This design comes from an exercise in tuning for small area, a short achievable clock period and few clock cycles per item on the open sky130 flow, not from production work.
Only simulation tests tie the RTL to the original design; equivalence was not proved.

## oflow_match
module oflow_match (
	input  logic        clk,
	input  logic        reset_N,
	input  logic        start,
	input  logic        hist_we,
	input  logic [1:0]  hist_addr,
	input  logic [9:0]  hist_x_tl,
	input  logic [9:0]  hist_y_tl,
	input  logic [9:0]  hist_x_br,
	input  logic [9:0]  hist_y_br,
	input  logic [9:0]  cur_x_tl,
	input  logic [9:0]  cur_y_tl,
	input  logic [9:0]  cur_x_br,
	input  logic [9:0]  cur_y_br,
	output logic        done,
	output logic        busy,
	output logic [1:0]  best_idx,
	output logic [15:0] best_cost,
	output logic        no_match
);
Settings: LEC_CHECK=0, CAP_MARGIN=20, CORE_MARGIN=2, CORE_UTILIZATION=40, SLEW_MARGIN=20; clock period 9.0 ns.
run.sh (not shown) runs the stock make flow with config.mk's settings and CLKGATE_MAP_FILE= SYNTH_SCRIPT=/design/flow/synth_recipe.tcl, a recipe that flattens the netlist after the stock synthesis.
Testbench counts at the start, summed over its fixed seeds: cycles 4,034, runs 512.
Edit:
--- a/flow/design.v
+++ b/flow/design.v
@@ -258,66 +258,53 @@
 				dv_cnt <= 3'd0;
 			end else if (fv) begin
 				dv_act <= 1'b0;
 			end else if (dv_act) begin
 				dv_cnt <= dv_cnt + 3'd1;
 			end
 		end
 	end
 	logic [22:0] f_wsum;
-	logic        f_neg;
-	logic        f_inv;        
-	logic [15:0] fc_q, fc_m;   
-	logic        lt_q, lt_m;   
+	logic [15:0] f_r;
 	logic [15:0] fcost;
-	logic        f_lt;
 	assign f_wsum = dv_ws + dv_wc;
-	assign f_neg  = f_wsum[22];
-	assign f_inv  = !fv || dv_z;
-	assign fc_q   = f_inv ? 16'hffff : ~dv_q;
-	assign fc_m   = f_inv ? 16'hffff : ~dv_qm;
-	assign lt_q   = (fc_q < bc_q);
-	assign lt_m   = (fc_m < bc_q);
-	assign fcost  = f_neg ? fc_m : fc_q;
-	assign f_lt   = f_neg ? lt_m : lt_q;
+	assign f_r    = f_wsum[22] ? dv_qm : dv_q;
+	assign fcost  = (!fv || dv_z) ? 16'hffff : ~f_r;
 	logic        inflight;
 	logic [15:0] lc_q;
 	logic [1:0]  li_q;
-	logic        ll_q;         
 	logic [15:0] bc_q;
 	logic [1:0]  bi_q;
+	logic [15:0] lcost;
+	logic [1:0]  lidx;
 	logic        take_l;
-	logic        nm_b, nm_l, nm_f;
 	assign inflight = (rem_q != 4'b0000) || r1_v || r2_v || (dv_act && !fv);
 	assign done     = busy && !inflight;
 	always_ff @(posedge clk or posedge reset_N) begin
 		if (reset_N) begin
 			busy <= 1'b0;
 			lc_q <= 16'hffff;
 			li_q <= 2'd0;
-			ll_q <= 1'b0;
 			bc_q <= 16'hffff;
 			bi_q <= 2'd0;
 		end else if (go) begin
 			busy <= 1'b1;
 			bc_q <= 16'hffff;
 			bi_q <= 2'd0;
 		end else if (busy) begin
 			if (done) begin
 				busy <= 1'b0;
 				lc_q <= fcost;
 				li_q <= dv_ix;
-				ll_q <= f_lt;
-			end else if (f_lt) begin
+			end else if (fcost < bc_q) begin
 				bc_q <= fcost;
 				bi_q <= dv_ix;
 			end
 		end
 	end
-	assign nm_b      = (bc_q > 16'he000);
-	assign nm_l      = (lc_q > 16'he000);
-	assign nm_f      = f_neg ? (fc_m > 16'he000) : (fc_q > 16'he000);
-	assign take_l    = busy ? f_lt : ll_q;
-	assign best_cost = !take_l ? bc_q : busy ? fcost : lc_q;
-	assign best_idx  = !take_l ? bi_q : busy ? dv_ix : li_q;
-	assign no_match  = !take_l ? nm_b : busy ? nm_f : nm_l;
+	assign lcost     = busy ? fcost : lc_q;
+	assign lidx      = busy ? dv_ix : li_q;
+	assign take_l    = (lcost < bc_q);
+	assign best_cost = take_l ? lcost : bc_q;
+	assign best_idx  = take_l ? lidx : bi_q;
+	assign no_match  = (best_cost > 16'he000);
 endmodule
Final cell count is lower slightly.
Core utilization is higher by 0.35 points.
Clock skew is higher by 7.7 ps.
Critical path depth is lower by 1.
Hold slack improves by 4.7 ps.
Testbench counts after the change, summed over its fixed seeds: cycles 4,034, runs 512.

-- port drivers added, routing unchanged --
In the flow no input, the clock included, has a driving cell. The finished layouts below were timed again as built, in two steps.
Step 1 (the two cells are an assumption about what drives the block):
set clk [get_ports {clk}]
set_driving_cell -lib_cell sky130_fd_sc_hd__clkbuf_16 $clk
set_driving_cell -lib_cell sky130_fd_sc_hd__buf_2 [delete_from_list [all_inputs] $clk]
Step 2, shift: input delay + t, output delay - t, t = (earliest + latest rising clock arrival at the registers) / 2. This alone moves slack from input paths to output paths.
a / b / c = no drivers / after step 1 / after step 2; a / b = the first two.
run | shift t [ns] | slack for setup (ns) | worst hold slack (ns) | slew at the worst register clock pin (ns)
the first run | 0.660 | 1.037 / 1.037 / 0.713 | 0.328 / 0.328 / 0.328 | 0.07 / 0.07
the second run | 0.682 | 0.981 / 0.923 / 0.392 | 0.332 / 0.332 / 0.332 | 0.07 / 0.07
After both steps setup and hold are still met in every run listed. For the second run, which loses most, drivers alone change the setup slack by -0.058 ns; drivers and shift together by -0.589 ns.
